Background: an optimization exercise with open tools, aiming at small area. Do not read the settings as production practice.
At most, simulation tests tie the RTL to the original design; equivalence was not proved.
No functional check of the RTL was part of runs 1 to 4.
Power is estimated from default activity; no workload was simulated.

File: flow/config.mk
export PLATFORM = sky130hd
export DESIGN_NAME = moving_average_deviation_detector_unit
export DESIGN_NICKNAME = moving_average_deviation_detector_unit
export VERILOG_FILES = /design/flow/design.v
export SDC_FILE = /design/flow/constraint.sdc
export NUM_CORES = 4
export LEC_CHECK = 0
export CAP_MARGIN = 20
export CORE_MARGIN = 2
export CORE_UTILIZATION = 40
export SLEW_MARGIN = 20
File: flow/constraint.sdc
create_clock -name core_clock -period 4.5 [get_ports {clk_i}]
set_input_delay 0.9000 -clock core_clock [delete_from_list [all_inputs] [get_ports {clk_i}]]
set_output_delay 0.9000 -clock core_clock [all_outputs]
set_load 0.01 [all_outputs]
File: flow/design.v
package madd_pkg;
  localparam int WinLen    = 16;
  localparam int WinLog    = $clog2(WinLen);
  localparam int SmpW      = 16;
  localparam int SumW      = SmpW + WinLog;
  localparam int DevW      = SumW + 1;
  localparam int ThrW      = 15;
  localparam int HoldW     = 8;
  localparam int LimW      = ThrW + WinLog;
  localparam int CfgIdxW   = 1;
  localparam int CfgDataW  = 15;
  localparam int EvtW      = 2;
  localparam int OutTdataW = 8;
  localparam logic [ThrW-1:0]  ThrRst  = ThrW'(768);
  localparam logic [HoldW-1:0] HoldRst = HoldW'(30);
  typedef enum logic [CfgIdxW-1:0] {
    CfgThreshold = 1'b0,
    CfgHoldoff   = 1'b1
  } cfg_idx_e;
  typedef enum logic [EvtW-1:0] {
    EvtNone    = 2'd0,
    EvtBump    = 2'd1,
    EvtPothole = 2'd2
  } evt_e;
  typedef struct packed {
    logic                   vld;
    logic signed [SmpW-1:0] data;
  } cell_t;
endpackage
module madd_cell (
  input  logic                        clk_i,
  input  logic                        en_i,
  input  logic [madd_pkg::SmpW-1:0]   d_i,
  output logic [madd_pkg::SmpW-1:0]   q_o
);
  always_ff @(posedge clk_i) begin
    if (en_i) begin
      q_o <= d_i;
    end
  end
endmodule
module madd_eval (
  input  logic [madd_pkg::SmpW-1:0]  smp_i,
  input  logic [madd_pkg::SumW-1:0]  sum_i,
  input  logic [madd_pkg::ThrW-1:0]  thr_i,
  output logic                       hit_pos_o,
  output logic                       hit_neg_o
);
  localparam int SmpW = madd_pkg::SmpW;
  localparam int SumW = madd_pkg::SumW;
  localparam int ThrW = madd_pkg::ThrW;
  localparam int BW   = SmpW + 2;
  logic [BW-1:0] x, t, q, lo, hi, c_pos, c_neg;
  logic          nz;
  assign x  = {{2{smp_i[SmpW-1]}}, smp_i};
  assign t  = BW'(thr_i);
  assign q  = {{2{sum_i[SumW-1]}}, sum_i[SumW-1:SumW-SmpW]};
  assign nz = |sum_i[SumW-SmpW-1:0];
  assign lo = x + ~t;           
  assign hi = x + t;            
  assign c_pos = lo + ~q + BW'(1);
  assign c_neg = q + ~hi + BW'(nz);
  assign hit_pos_o = !c_pos[BW-1];
  assign hit_neg_o = !c_neg[BW-1];
endmodule
module moving_average_deviation_detector_unit (
  input  logic                               clk_i,
  input  logic                               rst_ni,
  input  logic                               cfg_we_i,
  input  logic [madd_pkg::CfgIdxW-1:0]       cfg_idx_i,
  input  logic [madd_pkg::CfgDataW-1:0]      cfg_wdata_i,
  input  logic                               s_axis_tvalid,
  output logic                               s_axis_tready,
  input  logic [madd_pkg::SmpW-1:0]          s_axis_tdata,   
  output logic                               m_axis_tvalid,
  input  logic                               m_axis_tready,
  output logic [madd_pkg::OutTdataW-1:0]     m_axis_tdata    
);
  localparam int WinLen = madd_pkg::WinLen;
  localparam int SumW   = madd_pkg::SumW;
  localparam int SmpW   = madd_pkg::SmpW;
  localparam int HoldW  = madd_pkg::HoldW;
  logic [madd_pkg::ThrW-1:0] thr_q;
  logic [HoldW-1:0]          hold_len_q;
  always_ff @(posedge clk_i or negedge rst_ni) begin
    if (!rst_ni) begin
      thr_q      <= madd_pkg::ThrRst;
      hold_len_q <= madd_pkg::HoldRst;
    end else if (cfg_we_i) begin
      if (cfg_idx_i == madd_pkg::CfgHoldoff) begin
        hold_len_q <= cfg_wdata_i[HoldW-1:0];
      end else begin
        thr_q <= cfg_wdata_i[madd_pkg::ThrW-1:0];
      end
    end
  end
  logic ovld_q;
  logic accept;
  assign s_axis_tready = !ovld_q || m_axis_tready;
  assign accept        = s_axis_tvalid && s_axis_tready;
  logic [SmpW-1:0] win [WinLen];
  assign win[0] = s_axis_tdata;
  for (genvar k = 0; k < WinLen - 1; k++) begin : g_cell
    madd_cell u_cell (
      .clk_i (clk_i),
      .en_i  (accept),
      .d_i   (win[k]),
      .q_o   (win[k+1])
    );
  end
  logic            fill_q;
  logic [SumW-1:0] sum_q, sum_all, smp_ext, out_ext;
  assign smp_ext = {{(SumW-SmpW){s_axis_tdata[SmpW-1]}}, s_axis_tdata};
  assign out_ext = fill_q ? {{(SumW-SmpW){win[WinLen-1][SmpW-1]}}, win[WinLen-1]} : '0;
  assign sum_all = sum_q + smp_ext;
  always_ff @(posedge clk_i or negedge rst_ni) begin
    if (!rst_ni) begin
      sum_q <= '0;
    end else if (accept) begin
      sum_q <= sum_all - out_ext;
    end
  end
  logic hit_pos, hit_neg;
  madd_eval u_eval (
    .smp_i     (s_axis_tdata),
    .sum_i     (sum_all),
    .thr_i     (thr_q),
    .hit_pos_o (hit_pos),
    .hit_neg_o (hit_neg)
  );
  logic [HoldW-1:0] hold_q;
  madd_pkg::evt_e   evt_q;
  always_ff @(posedge clk_i or negedge rst_ni) begin
    if (!rst_ni) begin
      hold_q <= HoldW'(WinLen - 1);
      fill_q <= 1'b0;
      ovld_q <= 1'b0;
    end else begin
      if (accept) begin
        if (hold_q != '0) begin
          hold_q <= hold_q - 1'b1;
        end else if (hit_pos || hit_neg) begin
          hold_q <= hold_len_q;
        end
        if (hold_q == HoldW'(1)) begin
          fill_q <= 1'b1;
        end
      end
      ovld_q <= accept || (ovld_q && !m_axis_tready);
    end
  end
  always_ff @(posedge clk_i) begin
    if (accept) begin
      if (hold_q != '0) begin
        evt_q <= madd_pkg::EvtNone;
      end else if (hit_pos) begin
        evt_q <= madd_pkg::EvtBump;
      end else if (hit_neg) begin
        evt_q <= madd_pkg::EvtPothole;
      end else begin
        evt_q <= madd_pkg::EvtNone;
      end
    end
  end
  assign m_axis_tvalid = ovld_q;
  assign m_axis_tdata  = madd_pkg::OutTdataW'(evt_q);
endmodule
File: flow/run.sh
#!/bin/bash
# synth_recipe.tcl (not shown) runs the flow's synth.tcl, then flattens the netlist and writes it again
# the make line also repeats each setting of config.mk as NAME=value (left out here)
make -C /OpenROAD-flow-scripts/flow DESIGN_CONFIG=/design/flow/config.mk WORK_HOME=/design/flow/orfs CLKGATE_MAP_FILE= SYNTH_SCRIPT=/design/flow/synth_recipe.tcl finish
==> results of run 1 <==
where the power goes:
part	internal [mW]	leakage, nW	switching (mW)
registers	3.30	2.93	0.189
logic	3.24	3.16	3.12
clock network	1.55	0.502	1.02
total	8.08	6.59	4.33
worst paths after layout:
kind	from	endpoint	slack [ns]	depth (start not counted)
worst max-delay path	s_axis_tdata[0]	hold_q[0]	-0.17	22
worst min-delay path	rst_ni	thr_q[14]	0.38	1
worst max register to register	sum_q[0]	hold_q[0]	-0.16	21
worst min register to register	g_cell[6].u_cell.q_o[9]	g_cell[7].u_cell.q_o[9]	0.41	0
max in group asynchronous	rst_ni	thr_q[9]	3.16	2
min in group core_clock	g_cell[6].u_cell.q_o[9]	g_cell[7].u_cell.q_o[9]	0.41	0
kinds of logic after synthesis:
group | count (synthesis) | share of synthesized area (%)
other | 1 | 0.0289
adders and majority gates | 107 | 11.3
DFF | 295 | 66.4
buffers and inverters | 73 | 2.29
and+or+nand+nor | 154 | 5.72
AOI/OAI and AO/OA | 179 | 9.23
muxes | 18 | 1.55
xor gates and xnor gates | 50 | 3.48
what timing repair did:
item | 4_1_cts | 5_1_grt
gates cloned | 1 | 0
pin swaps | 32 | 31
gates resized for setup | 42 | 41
hold endpoints to repair | 0 | 0
setup buffers | 7 | 3
setup endpoints to repair | 15 | 13
per-layer routing:
metal / wire [um] / track usage (%) / up-vias
met1: 12100 / 21.5 / 3654
met2: 12100 / 25.7 / 84
met3: 899 / 2.48 / 32
li1: - / - / 3678
met4: 440 / 3.46 / 0
met5: 0 / 0 / -
area by class of cell:
class / instances / share of cell area [%]
Sequential cell: 295 / 52.5
Multi-Input combinational cell: 515 / 27.4
Clock inverter: 20 / 1.46
Clock buffer: 35 / 4.82
Timing Repair Buffer: 191 / 9.35
Inverter: 58 / 1.37
Tap cell: 402 / 3.07
state kept, by name, summed over array words and instances, names as in the netlist:
| name | flops |
|---|---|
| g_cell.u_cell.q_o | 240 |
| sum_q | 20 |
| thr_q | 15 |
| hold_len_q | 8 |
| hold_q | 8 |
| evt_q | 2 |
| fill_q | 1 |
| ovld_q | 1 |
cell usage in the layout (no fill, tap or decap), types with 12 or more instances in the layout:
master	instances
a21o_1	34
a21oi_1	30
buf_4	149
clkbuf_16	31
clkdlybuf4s50_1	29
dfrtp_1	43
edfxtp_1	242
fa_1	15
ha_1	76
ha_4	12
inv_1	55
mux2_2	17
nand2_1	64
nor2_1	19
o21ai_0	32
xnor2_1	26
xor2_1	19
per-stage QoR:
step	util (%)	TNS, ns
after floorplan	-	-2.82
after global placement	47.1	-17.01
after detailed placement	47.1	-17.62
after CTS	51.0	-0.890
after global routing	51.7	-1.87
final	51.7	-0.466
==> flow_summary.toml, run 1 <==
[floorplanning]
core.rowCount = 65
die_height_um = 184
core_um2 = 31700
die-area_um2 = 33900
num_io_pins = 47
die_width_um = 184
start_util_pct = 40.9

[synthesis]
synth_top_area_share_pct = 56.1
yosysMostFrequentCell = "edfxtp_1"
synthTopCellsByCount = "edfxtp_1, ha_1, nand2_1"
ys_ff_latch = 295
seq_area_frac_synth_pct = 66.4
avgSynthCellArea_um2 = 14.8
async_flop_share_pct = 18.0
yosysTopAreaCell = "edfxtp_1"
ys_warn_count = 4
syn_area_um2 = 13000
synth_edf_count = 242
yosysUniqueCellTypes = 64
synth_area_leaders = "edfxtp_1, ha_1, dfrtp_1, fa_1, dfstp_2"
synth-main-ff-cell = "edfxtp_1"
syn_inst = 877

[finish]
register_area_um2 = 8610
antenna_cells = 0
num-nets-final = 1235
stdcell_count = 1516
design_area_um2 = 16400
area_growth_pct = 26.5
multi_input_area_um2 = 4500
fillers = 2698
final_layout_size_suffix_gt1_share_pct = 27.1

[outcome]
so_faults = "negative setup slack"
status = "failed layout checks"

[timing]
setup_violations = 5
timing.fmax_mhz = 214
rsz0062_at_grt = "true"
min_period_ns = 4.67
hold_violations = 0
period_share_pct = 104
setup_slack_ns = -0.169
worst_slew_pin_slew_ns = 1.02
slew_violations = 0
fin_skew_ns = 0.0166
slew_headroom_pct = 31.8
hold_ws_ns = 0.385

[global_routing]
grt_overflow = 0
grt_pass1_vias = 7531
antenna_found_initial = 0
grt_pass1_wl_mm = 40.8
grt_max_degree = 83
track_usage_pct = 15.5

[cts]
root_buffer = "clkbuf_16"
cts_hold_buffers = 0
clock_path_buffers = 3
numClockSinks = 295
cts_htree_levels = 1
clk_pin_slew_worst_paths_ns = 0.07
cts_tree = "built"
clock_latency_ns = 0.56
cts_inserted_buffers = 30

[power]
p_total_mw = 12.4
powerDensity_nw_per_um2 = 757
p_leak_nw = 6.59
max-vdd-ir-drop_uv = 438

[critical_path]
cp-end-kind = "register"
crit_buf_inv = 2
cpMostUsedCell = "a21oi_2"
worstPathMaxFanout = 5
cp_slowest_stage_delay_ns = 0.50
start_kind = "input port"
cp.required_ns = 4.98
crit_type = "in -> reg"
worstPathCellList = "buf_6 -> ha_4 -> fa_2 -> a21oi_2 -> o211ai_1 -> a21oi_2 -> o2111ai_2 -> a31oi_2 -> nor2b_1 -> o21ai_2 -> a21oi_2 -> xor2_2 -> fa_1 -> inv_2 -> ha_4 -> a21o_1 -> a211oi_2 -> a221o_1 -> a31o_4 -> nor3b_4 -> o31a_1 -> a31o_1"
critical-path-top-delay-family = "compound AO/OA/AOI/OAI gates"
cp_slowest_cell = "fa_1"
crit_arrival_ns = 5.15

[worst_hold_path]
hp-class = "in -> async"

[place]
hpwl_mm = 17.9
place_area_um2 = 14900
place_inst = 1450
routabilityCongestion = 0.862
port_buffers = 40
pre_cts_ws_ns = -1.42

[detailed_routing]
dr_total_vias = 7448
wirelength_mm = 25.5
antenna_left = 0
wl_per_cell_um = 16.8
drc = 0
drtIter0Drc = 441
drt_pass1_iterations = 4
vias_per_cell = 4.91

[job]
cap_viol_max_count = 0
==> inputs of run 2 (changes only) <==
--- a/flow/config.mk
+++ b/flow/config.mk
@@ -8,4 +8,5 @@
 export CAP_MARGIN = 20
 export CORE_MARGIN = 2
 export CORE_UTILIZATION = 40
+export GPL_TIMING_DRIVEN = 0
 export SLEW_MARGIN = 20
==> run 2 against run 1 <==
  * Critical path type unchanged
  * Total power is 13% lower
  * First-iteration DRC count is 4.8% higher
  * Synthesized cell count stayed put
  * Largest cell class unchanged
  * The layout still fails its checks (negative setup slack)
  * Worst hold slack worse by 0.10 ns
  * Final area is 6.4% lower
==> flow_summary.toml, run 2 <==
[cts]
clk_pin_slew_worst_paths_ns = 0.06
cts_htree_levels = 1
cts_inserted_buffers = 31
root_buffer = "clkbuf_16"
numClockSinks = 295
clock_path_buffers = 3
cts_tree = "built"
clock_latency_ns = 0.55

[place]
port_buffers = 40
pre_cts_ws_ns = -1.91
hpwl_mm = 16.1
place_inst = 1326
routabilityCongestion = 0.849

[detailed_routing]
wirelength_mm = 24.0
drc = 0
vias_per_cell = 5.03
dr_total_vias = 7054
wl_per_cell_um = 17.1
antenna_left = 0
drt_pass1_iterations = 4
drtIter0Drc = 462

[finish]
final_layout_size_suffix_gt1_share_pct = 16.2
area_growth_pct = 18.3
antenna_cells = 0
num-nets-final = 1122
fillers = 2799
largest_reg_flops = 240
final_common_cell = "edfxtp_1"
regMostFlops = "g_cell.u_cell.q_o"
final_cell_mix = "edfxtp_1, ha_1, nand2_1"
biggestRegsByFlops = "g_cell.u_cell.q_o x240, sum_q x20, thr_q x15"
stdcell_count = 1401

[synthesis]
synthTopCellsByCount = "edfxtp_1, ha_1, nand2_1"
yosysTopAreaCell = "edfxtp_1"
syn_area_um2 = 13000
synth_edf_count = 242
seq_area_frac_synth_pct = 66.4
yosysMostFrequentCell = "edfxtp_1"
synth_area_leaders = "edfxtp_1, ha_1, dfrtp_1, fa_1, dfstp_2"
ys_ff_latch = 295
yosysUniqueCellTypes = 64
synth_top_area_share_pct = 56.1
avgSynthCellArea_um2 = 14.8
synth-main-ff-cell = "edfxtp_1"
syn_inst = 877
async_flop_share_pct = 18.0
ys_warn_count = 4

[timing]
period_share_pct = 107
min_period_ns = 4.80
setup_violations = 8
timing.fmax_mhz = 208
hold_ws_ns = 0.284
rsz0062_at_grt = "true"
slew_headroom_pct = 43.8
slew_violations = 0
setup_slack_ns = -0.301
fin_skew_ns = 0.0131
hold_violations = 0
finalSetupTns_ns = -1.53
worst_slew_pin_slew_ns = 0.842

[power]
p_clk_share_pct = 21.4
combPwrFrac_pct = 46.6
max-vdd-ir-drop_uv = 383
intPower_mw = 6.91
p_switching_mw = 3.93
p_leak_nw = 5.96
p_total_mw = 10.8
seq_power_share_pct = 32.1
switching_share_pct = 36.3
powerDensity_nw_per_um2 = 707

[outcome]
so_faults = "negative setup slack"
status = "failed layout checks"

[global_routing]
antenna_found_initial = 0
grt_pass1_wl_mm = 38.4
grt_max_degree = 163
track_usage_pct = 14.5
grt_overflow = 0
grt_pass1_vias = 7190

[floorplanning]
core.rowCount = 65
start_util_pct = 40.9
die_height_um = 184
die-area_um2 = 33900
num_io_pins = 47
core_um2 = 31700
die_width_um = 184

[worst_hold_path]
hp-class = "in -> async"

[critical_path]
worstPathMaxFanout = 7
crit_arrival_ns = 5.28
cp-end-kind = "register"
crit_type = "in -> reg"
r2r_cells = 22
cp.required_ns = 4.98
start_kind = "input port"

[job]
cap_viol_max_count = 0
-- run 2: through the flow --
stage                     util (%)  instance area (um^2)
after CTS                     47.8                 15200
after floorplan                  -                 13000
after detailed placement      44.1                 14000
after global routing          48.4                 15300
final                         48.4                 15300
after global placement        43.9                 13900
-- run 2: power by group through the flow --
stage | clock [mW] | combinational (mW) | sequential (mW)
floorplan | 0 | 3.50 | 3.46
global placement | 0 | 4.39 | 3.52
detailed placement | 0 | 4.47 | 3.51
CTS | 2.40 | 4.81 | 3.47
global route | 2.49 | 5.75 | 3.51
finish | 2.32 | 5.05 | 3.48
-- run 2: routing by layer --
metal  track usage [%]  wire length, um  share of wire, %
met5                 0                0                 0
met4              4.80              784               3.3
met3              2.52              773               3.2
met2              22.8            10700                45
met1              20.6            11700                49
-- run 2: logic make-up (layout without fill, tap and decap cells) --
| logic type | after synthesis | after routing | synth area share, % |
|---|---|---|---|
| AOI/OAI and AO/OA | 179 | 179 | 9.23 |
| xor gates and xnor gates | 50 | 50 | 3.48 |
| adders and majority gates | 107 | 107 | 11.3 |
| buffers and inverters | 73 | 190 | 2.29 |
| DFF | 295 | 295 | 66.4 |
| muxes | 18 | 18 | 1.55 |
| other | 1 | 6 | 0.0289 |
| and+or+nand+nor | 154 | 154 | 5.72 |
-- run 2: path summary, 6_finish.rpt --
path | from | to | slack, ns
min reg2reg | g_cell[12].u_cell.q_o[11] | g_cell[13].u_cell.q_o[11] | 0.41
max in group asynchronous | rst_ni | hold_len_q[1] | 3.63
min | rst_ni | sum_q[17] | 0.28
min in group core_clock | g_cell[12].u_cell.q_o[11] | g_cell[13].u_cell.q_o[11] | 0.41
max | s_axis_tdata[0] | hold_q[0] | -0.30
max reg2reg | sum_q[0] | hold_q[0] | -0.28
-- run 2: cell type report --
class	instances	area, um^2	area share, %
timing repair buffer	63	597	3.89
tap	402	503	3.28
sequential	295	8610	56.1
inverter	58	234	1.53
clock buffer	36	795	5.18
clock inverter	18	123	0.800
multi-input combinational	514	4400	28.7
buffer	15	78.8	0.514
-- run 2: critical path: stages --
cell and delay (ns):
buf_8 0.11, ha_4 0.16, fa_2 0.36, a21oi_2 0.19, o211ai_1 0.14, a21oi_2 0.20
o2111ai_2 0.15, a31oi_2 0.21, nor2b_1 0.08, o21ai_2 0.22, a21oi_2 0.10, xor2_2 0.17
fa_1 0.51, inv_2 0.05, ha_4 0.26, a21o_1 0.13, a211oi_2 0.07, a221o_1 0.32
a31o_4 0.25, nor3b_4 0.16, buf_6 0.15, o31a_1 0.23, a31o_1 0.18
-- run 2: what timing repair did --
| action | CTS | global route |
|---|---|---|
| setup endpoints to repair | 15 | 11 |
| resized for setup | 61 | 31 |
| pin swaps | 22 | 17 |
| buffers inserted | 11 | 10 |
| hold buffers | 0 | 0 |
==> inputs of run 3 (changes only) <==
--- a/flow/config.mk
+++ b/flow/config.mk
@@ -7,6 +7,8 @@
 export LEC_CHECK = 0
 export CAP_MARGIN = 20
 export CORE_MARGIN = 2
-export CORE_UTILIZATION = 40
+export CORE_UTILIZATION = 60
+export CTS_BUF_LIST = sky130_fd_sc_hd__clkbuf_8
+export CTS_CLUSTER_SIZE = 30
 export GPL_TIMING_DRIVEN = 0
 export SLEW_MARGIN = 20
==> run 3 against run 2 <==
  * The layout still fails its checks (negative setup slack)
  * Non-clock buffer count decreased by 5
  * Synthesized cell count unchanged
  * Final cell count shrank 7.6%
  * Worst hold slack gained 0.12 ns
  * Via count rose by 3.3%
  * Utilization is 23 points higher
  * Sequential power about the same
  * Global-route usage increased by 7.6 points
  * Sequential share of layout area is 1.4 points higher
  * Maximum frequency about the same
  * Total power decreased by 1.5%
  * Highest routed layer unchanged
==> flow_summary.toml, run 3 <==
[outcome]
status = "failed layout checks"
so_faults = "negative setup slack"

[finish]
biggestRegsByFlops = "g_cell.u_cell.q_o x240, sum_q x20, thr_q x15"
stdcell_count = 1294
antenna_cells = 0
largest_reg_flops = 240
regMostFlops = "g_cell.u_cell.q_o"
final_cell_mix = "edfxtp_1, ha_1, inv_1"
final_layout_size_suffix_gt1_share_pct = 16.4
fillers = 1380
multi_input_area_um2 = 4390
register_area_um2 = 8610
final_common_cell = "edfxtp_1"
area_growth_pct = 15.5
num-nets-final = 1132

[detailed_routing]
drt_pass1_iterations = 5
wirelength_mm = 24.2
drc = 0
vias_per_cell = 5.63
wl_per_cell_um = 18.7
antenna_left = 0
dr_total_vias = 7290
drtIter0Drc = 449

[synthesis]
syn_area_um2 = 13000
avgSynthCellArea_um2 = 14.8
yosysMostFrequentCell = "edfxtp_1"
async_flop_share_pct = 18.0
ys_ff_latch = 295
yosysTopAreaCell = "edfxtp_1"
synth_edf_count = 242
synthTopCellsByCount = "edfxtp_1, ha_1, nand2_1"
seq_area_frac_synth_pct = 66.4
syn_inst = 877
synth_top_area_share_pct = 56.1
synth-main-ff-cell = "edfxtp_1"
yosysUniqueCellTypes = 64
ys_warn_count = 4
synth_area_leaders = "edfxtp_1, ha_1, dfrtp_1, fa_1, dfstp_2"

[floorplanning]
num_io_pins = 47
start_util_pct = 61.5
die_width_um = 151
core.rowCount = 53
core_um2 = 21100
die_height_um = 151
die-area_um2 = 22800

[cts]
numClockSinks = 295
cts_tree = "built"
clock_path_buffers = 3
clock_latency_ns = 0.56
root_buffer = "clkbuf_8"
cts_htree_levels = 2
cts_hold_buffers = 0
clk_pin_slew_worst_paths_ns = 0.06
cts_inserted_buffers = 45

[power]
p_total_mw = 10.7
p_leak_nw = 5.92
powerDensity_nw_per_um2 = 714
max-vdd-ir-drop_uv = 427

[critical_path]
cp_slowest_stage_delay_ns = 0.52
worstPathCellList = "buf_8 -> ha_4 -> fa_2 -> a21oi_2 -> o211ai_1 -> a21oi_2 -> o2111ai_2 -> a31oi_1 -> nor2b_1 -> o21ai_1 -> a21oi_2 -> xor2_2 -> fa_1 -> inv_2 -> ha_4 -> a21o_1 -> a211oi_2 -> a221o_1 -> a31o_4 -> nor3b_4 -> o31a_1 -> a31o_1"
crit_arrival_ns = 5.30
start_kind = "input port"
worstPathMaxFanout = 5
cp_slowest_cell = "fa_1"
r2r-start = "sum_q[0]"
r2r_cells = 21
critical-path-top-delay-family = "compound AO/OA/AOI/OAI gates"
rr_endpoint = "hold_q[0]"
cp.required_ns = 4.99
r2r_slack_ns = -0.27
crit_buf_inv = 2
cpMostUsedCell = "a21oi_2"
crit_type = "in -> reg"
cp-end-kind = "register"

[worst_hold_path]
hp-class = "in -> async"

[place]
port_buffers = 40
routabilityCongestion = 0.904
hpwl_mm = 16.0
pre_cts_ws_ns = -1.80
place_inst = 1198

[timing]
period_share_pct = 107
setup_violations = 10
worst_slew_pin_slew_ns = 0.734
min_period_ns = 4.80
timing.fmax_mhz = 208
finalSetupTns_ns = -1.81
slew_headroom_pct = 51.1
fin_skew_ns = 0.0286
hold_violations = 0
setup_slack_ns = -0.303
rsz0062_at_grt = "true"
slew_violations = 0

[global_routing]
grt_overflow = 0
track_usage_pct = 22.1
grt_pass1_wl_mm = 38.7
grt_pass1_vias = 7477
antenna_found_initial = 0
grt_max_degree = 144

[job]
cap_viol_max_count = 0
[run 3: cell counts after synthesis]
Identical to the previous run, type by type.
[run 3: stage by stage]
step | utilization (%) | hold WS (ns) | instance area [um^2]
after floorplan | - | 0.400 | 13000
after global placement | 65.2 | 0.401 | 13800
after detailed placement | 65.4 | 0.405 | 13800
after CTS | 70.4 | 0.386 | 14900
after global routing | 71.0 | 0.413 | 15000
final | 71.0 | 0.401 | 15000
[run 3: kinds of logic (layout without fill, tap and decap cells)]
| kind of cell | Yosys count | after routing | synth area share, % |
|---|---|---|---|
| DFF | 295 | 295 | 66.4 |
| muxes | 18 | 18 | 1.55 |
| adders and majority gates | 107 | 107 | 11.3 |
| AOI/OAI and AO/OA | 179 | 179 | 9.23 |
| other | 1 | 6 | 0.0289 |
| and+or+nand+nor | 154 | 155 | 5.72 |
| buffers and inverters | 73 | 209 | 2.29 |
| xor gates and xnor gates | 50 | 50 | 3.48 |
[run 3: how the worst max path moves through the flow]
stage	start	to	slack [ns]	cells after the start
after global placement	s_axis_tdata[0]	hold_q[0]	-1.57	22
after detailed placement	s_axis_tdata[0]	hold_q[0]	-1.80	22
after CTS	s_axis_tdata[0]	hold_q[0]	-0.23	22
after global routing	sum_q[0]	hold_q[0]	-0.40	21
final	s_axis_tdata[0]	hold_q[0]	-0.30	22
after floorplan	s_axis_tdata[0]	hold_q[0]	-0.42	21
[run 3: layout make-up]
cell class                 instances  area share [%]
tap                              275            2.30
buffer                            15           0.527
sequential                       295            57.5
multi-input combinational        515            29.3
inverter                          58            1.54
clock inverter                    33            1.02
timing repair buffer              58            3.66
clock buffer                      45            4.14
[run 3: metal layers]
metal	vias to the layer above	global-route usage (%)	wire length [um]
met4	0	6.17	466
li1	3486	-	-
met5	-	0	0
met1	3577	32.1	11300
met2	185	34.8	11300
met3	42	4.16	1080
[run 3: report_power, final]
part           internal (mW)  total, mW  switching (mW)
combinational           2.35       5.28            2.93
clock                  0.937       1.92           0.984
sequential              3.30       3.49           0.188
total                   6.59       10.7            4.10
[run 3: what timing repair did]
| action | in CTS | in global routing |
|---|---|---|
| endpoints found under the setup margin | 15 | 11 |
| resized for setup | 59 | 17 |
| cloned | 1 | 0 |
| endpoints found under the hold margin | 0 | 0 |
| pin swaps | 27 | 11 |
| buffers inserted | 10 | 7 |
[run 3: worst register-to-register path, stage by stage, from the launching register on]
cell       delay (ns)
dfrtp_1          0.41
ha_4             0.19
fa_2             0.37
a21oi_2          0.18
o211ai_1         0.17
a21oi_2          0.21
o2111ai_2        0.16
a31oi_1          0.21
nor2b_1          0.07
o21ai_1          0.19
a21oi_2          0.10
xor2_2           0.19
fa_1             0.52
inv_2            0.05
ha_4             0.25
a21o_1           0.14
a211oi_2         0.08
a221o_1          0.34
a31o_4           0.23
nor3b_4          0.18
o31a_1           0.30
a31o_1           0.19
==> inputs of run 4 (changes only) <==
--- a/flow/design.v
+++ b/flow/design.v
@@ -49,19 +49,15 @@
   localparam int SmpW = madd_pkg::SmpW;
   localparam int SumW = madd_pkg::SumW;
   localparam int ThrW = madd_pkg::ThrW;
-  localparam int BW   = SmpW + 2;
-  logic [BW-1:0] x, t, q, lo, hi, c_pos, c_neg;
-  logic          nz;
-  assign x  = {{2{smp_i[SmpW-1]}}, smp_i};
-  assign t  = BW'(thr_i);
-  assign q  = {{2{sum_i[SumW-1]}}, sum_i[SumW-1:SumW-SmpW]};
-  assign nz = |sum_i[SumW-SmpW-1:0];
-  assign lo = x + ~t;           
-  assign hi = x + t;            
-  assign c_pos = lo + ~q + BW'(1);
-  assign c_neg = q + ~hi + BW'(nz);
-  assign hit_pos_o = !c_pos[BW-1];
-  assign hit_neg_o = !c_neg[BW-1];
+  localparam int CW   = SumW + 3;
+  logic signed [CW-1:0] x, r, t, c_pos, c_neg;
+  assign x = CW'($signed(smp_i));
+  assign r = CW'($signed(sum_i));
+  assign t = CW'(thr_i);
+  assign c_pos = (x <<< 4) - x - r - (t <<< 4) - CW'(1);
+  assign c_neg = (x <<< 4) - x - r + (t <<< 4);
+  assign hit_pos_o = !c_pos[CW-1];
+  assign hit_neg_o = c_neg[CW-1];
 endmodule
 module moving_average_deviation_detector_unit (
   input  logic                               clk_i,
@@ -123,7 +119,7 @@
   logic hit_pos, hit_neg;
   madd_eval u_eval (
     .smp_i     (s_axis_tdata),
-    .sum_i     (sum_all),
+    .sum_i     (sum_q),
     .thr_i     (thr_q),
     .hit_pos_o (hit_pos),
     .hit_neg_o (hit_neg)
==> run 4 against run 3 <==
  * The layout still fails its checks (negative setup slack)
  * First-iteration DRC count shrank 10%
  * Flip-flop and latch count did not move
  * Clock skew shrank 0.012 ns
  * Highest routed layer unchanged
  * Critical path type unchanged
  * Critical endpoint is now hold_q[1]
  * Die area is 1.7% higher
==> flow_summary.toml, run 4 <==
[cts]
root_buffer = "clkbuf_8"
clock_path_buffers = 3
cts_inserted_buffers = 46
clock_latency_ns = 0.55
cts_hold_buffers = 0
cts_htree_levels = 2
numClockSinks = 295
cts_tree = "built"
clk_pin_slew_worst_paths_ns = 0.06

[timing]
setup_violations = 9
hold_ws_ns = 0.267
slew_violations = 0
period_share_pct = 105
min_period_ns = 4.73
hold_violations = 0
worst_slew_pin_slew_ns = 0.821
timing.fmax_mhz = 211
slew_headroom_pct = 45.3
fin_skew_ns = 0.0167
setup_slack_ns = -0.230
rsz0062_at_grt = "true"

[global_routing]
antenna_found_initial = 0
track_usage_pct = 21.2
grt_pass1_vias = 7871
grt_pass1_wl_mm = 39.3
grt_max_degree = 162
grt_overflow = 0

[synthesis]
synth_edf_count = 242
yosysMostFrequentCell = "edfxtp_1"
yosysUniqueCellTypes = 74
synth_xor_area_share_pct = 2.32
ys_ff_latch = 295
ys_warn_count = 4
synthMuxAreaShare_pct = 0.759
syn_inst = 923
synth_compound_area_share_pct = 8.40
synth_top_family_by_area = "adder cells"
yosysTopAreaCell = "edfxtp_1"
avgSynthCellArea_um2 = 14.3
synth_area_leaders = "edfxtp_1, dfrtp_1, ha_1, fa_1, inv_1"
synthTopCellsByCount = "edfxtp_1, inv_1, ha_1"
synth_fa_ha_area_share_pct = 12.8
syn_area_um2 = 13200
synth-simple-area-share_pct = 6.55
synth_top_area_share_pct = 55.1
seq_area_frac_synth_pct = 65.2
synth-main-ff-cell = "edfxtp_1"
async_flop_share_pct = 18.0

[finish]
area_growth_pct = 15.9
final_common_cell = "edfxtp_1"
biggestRegsByFlops = "g_cell.u_cell.q_o x240, sum_q x20, thr_q x15"
stdcell_count = 1348
antenna_cells = 0
design_area_um2 = 15300
largest_reg_flops = 240
final_layout_size_suffix_gt1_share_pct = 18.6
final_cell_mix = "edfxtp_1, inv_1, ha_1"
num-nets-final = 1187
regMostFlops = "g_cell.u_cell.q_o"

[detailed_routing]
drt_pass1_iterations = 5
wirelength_mm = 24.0
antenna_left = 0
dr_total_vias = 7419
drtIter0Drc = 404
drc = 0
vias_per_cell = 5.50
wl_per_cell_um = 17.8

[critical_path]
crit_arrival_ns = 5.20
r2r_cells = 19
cp.required_ns = 4.97
start_kind = "input port"
crit_type = "in -> reg"
cp-end-kind = "register"
worstPathMaxFanout = 5

[place]
routabilityCongestion = 0.863
pre_cts_ws_ns = -1.58
place_inst = 1250
hpwl_mm = 15.7
place_area_um2 = 14100
port_buffers = 40

[power]
p_total_mw = 11.3
max-vdd-ir-drop_uv = 343
powerDensity_nw_per_um2 = 737
p_leak_nw = 6.09

[job]
cap_viol_max_count = 0

[floorplanning]
core.rowCount = 54
core_um2 = 21700
start_util_pct = 60.8
die_width_um = 152
die_height_um = 152
die-area_um2 = 23200
num_io_pins = 47

[outcome]
status = "failed layout checks"
so_faults = "negative setup slack"

[worst_hold_path]
hp-class = "in -> async"
[run 4: cell count changes after synthesis, sizes merged, moves of 11 or more]
cell	before	now
a21o	34	19
o21ai	47	62
inv	58	115
and2	3	18
fa	17	35
ha	90	79
[run 4: per-stage QoR]
step                      util, %  TNS, ns
after CTS                    70.0   -0.114
after global placement       64.8   -82.18
after global routing         70.5    -2.53
final                        70.5    -1.59
after detailed placement     65.1   -14.10
after floorplan                 -    -1.62
[run 4: what timing repair did]
| action | 4_1_cts | 5_1_grt |
|---|---|---|
| setup endpoints to repair | 10 | 10 |
| gates resized for setup | 102 | 14 |
| buffers inserted | 13 | 5 |
| pin swaps | 30 | 20 |
[run 4: cells by family (layout without fill, tap and decap cells)]
kind of cell    after synthesis  count (layout)
simple gates                167             167
buf+inv                     131             271
mux                           9               9
fa+ha+maj                   114             114
flops                       295             295
other cells                   1               6
xor+xnor                     35              35
compound gates              171             171
[run 4: worst max-delay path, cell delays in order]
cell and delay [ns]:
buf_8 0.08, inv_4 0.03, fa_1 0.55, inv_2 0.05
ha_4 0.23, o211a_4 0.24, o31ai_4 0.07, a21oi_2 0.12
or3_4 0.40, a21o_1 0.18, a21oi_2 0.19, xnor2_2 0.11
ha_1 0.33, nor2_1 0.11, a221o_1 0.24, o21ai_1 0.08
o31a_2 0.39, nor4_4 0.35, a32oi_4 0.12, o21ai_4 0.22
mux2i_1 0.21
[run 4: routing by layer]
metal | wire [um] | up-vias | global-route usage [%] | part of all wire [%]
li1 | - | 3505 | - | -
met1 | 10900 | 3689 | 29.7 | 46
met2 | 11700 | 177 | 34.6 | 49
met3 | 889 | 48 | 3.53 | 3.7
met4 | 453 | 0 | 6.54 | 1.9
met5 | 0 | - | 0 | 0
[run 4: area by class of cell]
type,instances,area [um^2]
flip-flops and latches,295,8610
fillers,1465,6400
multi-input cells,502,4400
clock buffers,50,688
repair buffers,60,547
inverters,115,438
well taps,280,350
clock inverters,30,153
plain buffers,16,104
[run 4: worst paths after layout]
| check | start | slack, ns | end |
|---|---|---|---|
| max in group asynchronous | rst_ni | 3.65 | thr_q[8] |
| max reg2reg | sum_q[4] | -0.14 | hold_q[1] |
| min in group core_clock | g_cell[2].u_cell.q_o[2] | 0.41 | g_cell[3].u_cell.q_o[2] |
| min | rst_ni | 0.27 | sum_q[18] |
| min reg2reg | g_cell[2].u_cell.q_o[2] | 0.41 | g_cell[3].u_cell.q_o[2] |
| max | s_axis_tdata[0] | -0.23 | hold_q[1] |
[run 4: report_power, final]
group | leakage (nW) | switching [mW] | total [mW] | internal, mW
Combinational | 2.66 | 3.15 | 5.76 | 2.62
Clock | 0.491 | 0.983 | 2.06 | 1.08
Sequential | 2.94 | 0.149 | 3.44 | 3.29
Total | 6.09 | 4.28 | 11.3 | 6.98
==> inputs of run 5 (changes only) <==
--- a/flow/design.v
+++ b/flow/design.v
@@ -40,24 +40,28 @@
   end
 endmodule
 module madd_eval (
-  input  logic [madd_pkg::SmpW-1:0]  smp_i,
-  input  logic [madd_pkg::SumW-1:0]  sum_i,
-  input  logic [madd_pkg::ThrW-1:0]  thr_i,
-  output logic                       hit_pos_o,
-  output logic                       hit_neg_o
+  input  logic signed [madd_pkg::SmpW-1:0]  smp_i,
+  input  logic signed [madd_pkg::SumW-1:0]  sum_i,
+  input  logic        [madd_pkg::ThrW-1:0]  thr_i,
+  output logic                              hit_pos_o,
+  output logic                              hit_neg_o
 );
   localparam int SmpW = madd_pkg::SmpW;
   localparam int SumW = madd_pkg::SumW;
   localparam int ThrW = madd_pkg::ThrW;
-  localparam int CW   = SumW + 3;
-  logic signed [CW-1:0] x, r, t, c_pos, c_neg;
-  assign x = CW'($signed(smp_i));
-  assign r = CW'($signed(sum_i));
-  assign t = CW'(thr_i);
-  assign c_pos = (x <<< 4) - x - r - (t <<< 4) - CW'(1);
-  assign c_neg = (x <<< 4) - x - r + (t <<< 4);
+  localparam int EW   = SmpW + 1;
+  localparam int CW   = EW + 1;
+  logic [SmpW-1:0] q;
+  logic            nz;
+  logic [EW-1:0]   e;
+  logic [CW-1:0]   c_pos, c_neg;
+  assign q  = sum_i[SumW-1:SumW-SmpW];
+  assign nz = |sum_i[SumW-SmpW-1:0];
+  assign e  = {smp_i[SmpW-1], smp_i} + {~q[SmpW-1], ~q};
+  assign c_pos = {e[EW-1], e} + {1'b1, 2'b11, ~thr_i} + CW'(1);
+  assign c_neg = {~e[EW-1], ~e} + {1'b1, 2'b11, ~thr_i} + CW'(nz);
   assign hit_pos_o = !c_pos[CW-1];
-  assign hit_neg_o = c_neg[CW-1];
+  assign hit_neg_o = !c_neg[CW-1];
 endmodule
 module moving_average_deviation_detector_unit (
   input  logic                               clk_i,
@@ -104,22 +108,24 @@
       .q_o   (win[k+1])
     );
   end
-  logic            fill_q;
-  logic [SumW-1:0] sum_q, sum_all, smp_ext, out_ext;
-  assign smp_ext = {{(SumW-SmpW){s_axis_tdata[SmpW-1]}}, s_axis_tdata};
-  assign out_ext = fill_q ? {{(SumW-SmpW){win[WinLen-1][SmpW-1]}}, win[WinLen-1]} : '0;
-  assign sum_all = sum_q + smp_ext;
+  logic                   fill_q;
+  logic signed [SumW-1:0] sum_q;
+  logic signed [SumW-1:0] sum_all;
+  logic [SmpW-1:0]        smp_in, smp_out;
+  assign smp_in  = accept ? s_axis_tdata : '0;
+  assign smp_out = (accept && fill_q) ? win[WinLen-1] : '0;
+  assign sum_all = sum_q + SumW'($signed(smp_in));
   always_ff @(posedge clk_i or negedge rst_ni) begin
     if (!rst_ni) begin
       sum_q <= '0;
-    end else if (accept) begin
-      sum_q <= sum_all - out_ext;
+    end else begin
+      sum_q <= sum_all - SumW'($signed(smp_out));
     end
   end
   logic hit_pos, hit_neg;
   madd_eval u_eval (
     .smp_i     (s_axis_tdata),
-    .sum_i     (sum_q),
+    .sum_i     (sum_all),
     .thr_i     (thr_q),
     .hit_pos_o (hit_pos),
     .hit_neg_o (hit_neg)
--- a/flow/config.mk
+++ b/flow/config.mk
@@ -7,8 +7,5 @@
 export LEC_CHECK = 0
 export CAP_MARGIN = 20
 export CORE_MARGIN = 2
-export CORE_UTILIZATION = 60
-export CTS_BUF_LIST = sky130_fd_sc_hd__clkbuf_8
-export CTS_CLUSTER_SIZE = 30
-export GPL_TIMING_DRIVEN = 0
+export CORE_UTILIZATION = 40
 export SLEW_MARGIN = 20
==> run 5 against run 4 <==
  * Final area grew 14%
  * Critical path type unchanged
  * Largest power group unchanged
  * Via count up 14%
  * Critical path depth rose by 14
  * Synthesized cell count rose by 6.7%
  * Total power grew 23%
  * Still fails the layout checks on negative setup slack
==> flow_summary.toml, run 5 <==
[outcome]
status = "failed layout checks"
so_faults = "negative setup slack"

[cts]
cts_htree_levels = 1
numClockSinks = 295
root_buffer = "clkbuf_16"
clock_latency_ns = 0.56
cts_tree = "built"
clock_path_buffers = 3
cts_hold_buffers = 0
clk_pin_slew_worst_paths_ns = 0.07
cts_inserted_buffers = 31

[finish]
biggestRegsByFlops = "g_cell.u_cell.q_o x240, sum_q x20, thr_q x15"
largest_reg_flops = 240
antenna_cells = 0
fillers = 2763
num-nets-final = 1364
final_layout_size_suffix_gt1_share_pct = 30.3
area_growth_pct = 30.6
regMostFlops = "g_cell.u_cell.q_o"
final_common_cell = "edfxtp_1"
final_cell_mix = "edfxtp_1, buf_4, nand2_1"

[global_routing]
track_usage_pct = 15.8
antenna_found_initial = 1
grt_overflow = 0
grt_max_degree = 125
grt_pass1_wl_mm = 44.6
grt_pass1_vias = 8531

[critical_path]
r2r_cells = 34
start_kind = "input port"
cp-end-kind = "register"
cp.required_ns = 4.98
crit_arrival_ns = 7.08
r2r_slack_ns = -2.01
r2r-start = "ovld_q"
worstPathMaxFanout = 6
cp_slowest_cell = "or4_4"
crit_type = "in -> reg"
cp_slowest_stage_delay_ns = 0.44
rr_endpoint = "hold_q[5]"

[synthesis]
synthTopCellsByCount = "edfxtp_1, nand2_1, ha_1"
synth-main-ff-cell = "edfxtp_1"
yosysMostFrequentCell = "edfxtp_1"
ys_warn_count = 4
synth_area_leaders = "edfxtp_1, dfrtp_1, ha_1, xnor2_1, nand2_1"
yosysTopAreaCell = "edfxtp_1"
syn_inst = 985
ys_ff_latch = 295
synth_top_area_share_pct = 54.4
yosysUniqueCellTypes = 85
synth_edf_count = 242
avgSynthCellArea_um2 = 13.6
syn_area_um2 = 13300
seq_area_frac_synth_pct = 64.5
async_flop_share_pct = 18.0

[timing]
worst_slew_pin_slew_ns = 0.943
slew_violations = 0
hold_violations = 0
slew_headroom_pct = 36.8
timing.fmax_mhz = 151
rsz0062_at_grt = "true"
period_share_pct = 147
finalSetupTns_ns = -23.38
setup_violations = 17
min_period_ns = 6.60
setup_slack_ns = -2.10
fin_skew_ns = 0.0184

[detailed_routing]
vias_per_cell = 4.94
dr_total_vias = 8477
drtIter0Drc = 471
antenna_left = 0
wl_per_cell_um = 15.9
drt_pass1_iterations = 5
drc = 0
wirelength_mm = 27.4

[floorplanning]
num_io_pins = 47
core.rowCount = 66
start_util_pct = 40.8
core_um2 = 32700
die-area_um2 = 34800
die_height_um = 187
die_width_um = 187

[power]
p_leak_nw = 6.91
p_total_mw = 13.9
powerDensity_nw_per_um2 = 798
max-vdd-ir-drop_uv = 438

[job]
cap_viol_max_count = 0

[place]
port_buffers = 40
pre_cts_ws_ns = -3.08
hpwl_mm = 18.6
routabilityCongestion = 0.903

[worst_hold_path]
hp-class = "in -> async"
==> run 5: repair_timing <==
item                       in CTS  in global routing
buffers inserted               33                  7
setup endpoints to repair      19                 24
pin swaps                      47                 36
gates resized for setup        76                 21
==> run 5: kinds of logic after synthesis <==
family          synth area share [%]
fa+ha+maj                       7.85
simple gates                    8.14
compound gates                  11.3
other cells                   0.0281
mux                             1.17
flops                           64.5
xor+xnor                        4.14
buf+inv                         2.94
==> run 5: power breakdown <==
part | switching [mW] | internal, mW | total [mW]
Clock | 1.06 | 1.50 | 2.56
Combinational | 3.83 | 4.04 | 7.87
Sequential | 0.158 | 3.31 | 3.47
==> run 5: stage by stage <==
step | hold slack [ns] | util, % | cells | instance area (um^2)
2_1_floorplan | 0.400 | - | 990 | 13600
3_3_place_gp | 0.401 | 48.6 | 1638 | 15900
3_5_place_dp | 0.405 | 48.6 | 1638 | 15900
4_1_cts | 0.354 | 53.2 | 1724 | 17400
5_1_grt | 0.366 | 53.3 | 1717 | 17400
6_report | 0.353 | 53.3 | 1717 | 17400
==> run 5: cell type report <==
class	instances	area, um^2	share of cell area, %
clock inverters	24	246	1.41
multi-input cells	599	4900	28.1
clock buffers	34	787	4.52
inverters	67	262	1.50
well taps	442	553	3.17
flip-flops and latches	295	8610	49.4
repair buffers	256	2070	11.9
==> run 5: worst max-delay path by stage <==
| stage | from | endpoint | slack (ns) |
|---|---|---|---|
| floorplan | m_axis_tready | hold_q[1] | -2.61 |
| global placement | m_axis_tready | hold_q[0] | -2.91 |
| detailed placement | m_axis_tready | hold_q[0] | -3.08 |
| CTS | m_axis_tready | hold_q[1] | -2.01 |
| global route | m_axis_tready | hold_q[5] | -2.53 |
| finish | m_axis_tready | hold_q[5] | -2.10 |
==> run 5: worst max-delay path: cells and delay by family <==
kind | cells | cell delay, ns
xor gates and xnor gates | 2 | 0.20
AOI/OAI and AO/OA | 16 | 2.29
muxes | 1 | 0.24
adders and majority gates | 7 | 1.99
buffers and inverters | 2 | 0.23
and+or+nand+nor | 7 | 1.23
==> run 5: routing by layer <==
layer / track usage, % / routed length, um / vias to the layer above
li1: - / - / 4183
met4: 3.94 / 443 / 0
met5: 0 / 0 / -
met3: 2.33 / 1100 / 33
met1: 23.3 / 13500 / 4105
met2: 24.6 / 12300 / 156

[what the ideal ports hide]
The results above use ideal ports. As a check the final layouts listed here were re-extracted and re-timed, cells and wires unchanged.
Step 1, drivers: a clkbuf_16 drives clk_i and a buf_2 each remaining input, both assumed.
Step 2 moves the port delays by t, midway between the first and last clock arrival at a register: inputs arrive t later, outputs are due t later. That takes back most of the time a late clock gives input paths.
Three values: ideal, step 1, step 2; two values: the first two.
run	shift t [ns]	setup WS [ns]	cell pins on the clock port's net
run 1	0.595	-0.169 / -0.158 / -0.750	1
run 2	0.592	-0.301 / -0.302 / -0.894	1
run 3	0.589	-0.302 / -0.305 / -0.894	1
run 4	0.581	-0.230 / -0.267 / -0.848	1
run 5	0.598	-2.102 / -2.086 / -2.684	1
For run 4, which loses most, drivers alone change the setup slack by -0.037 ns; drivers and shift together by -0.618 ns.
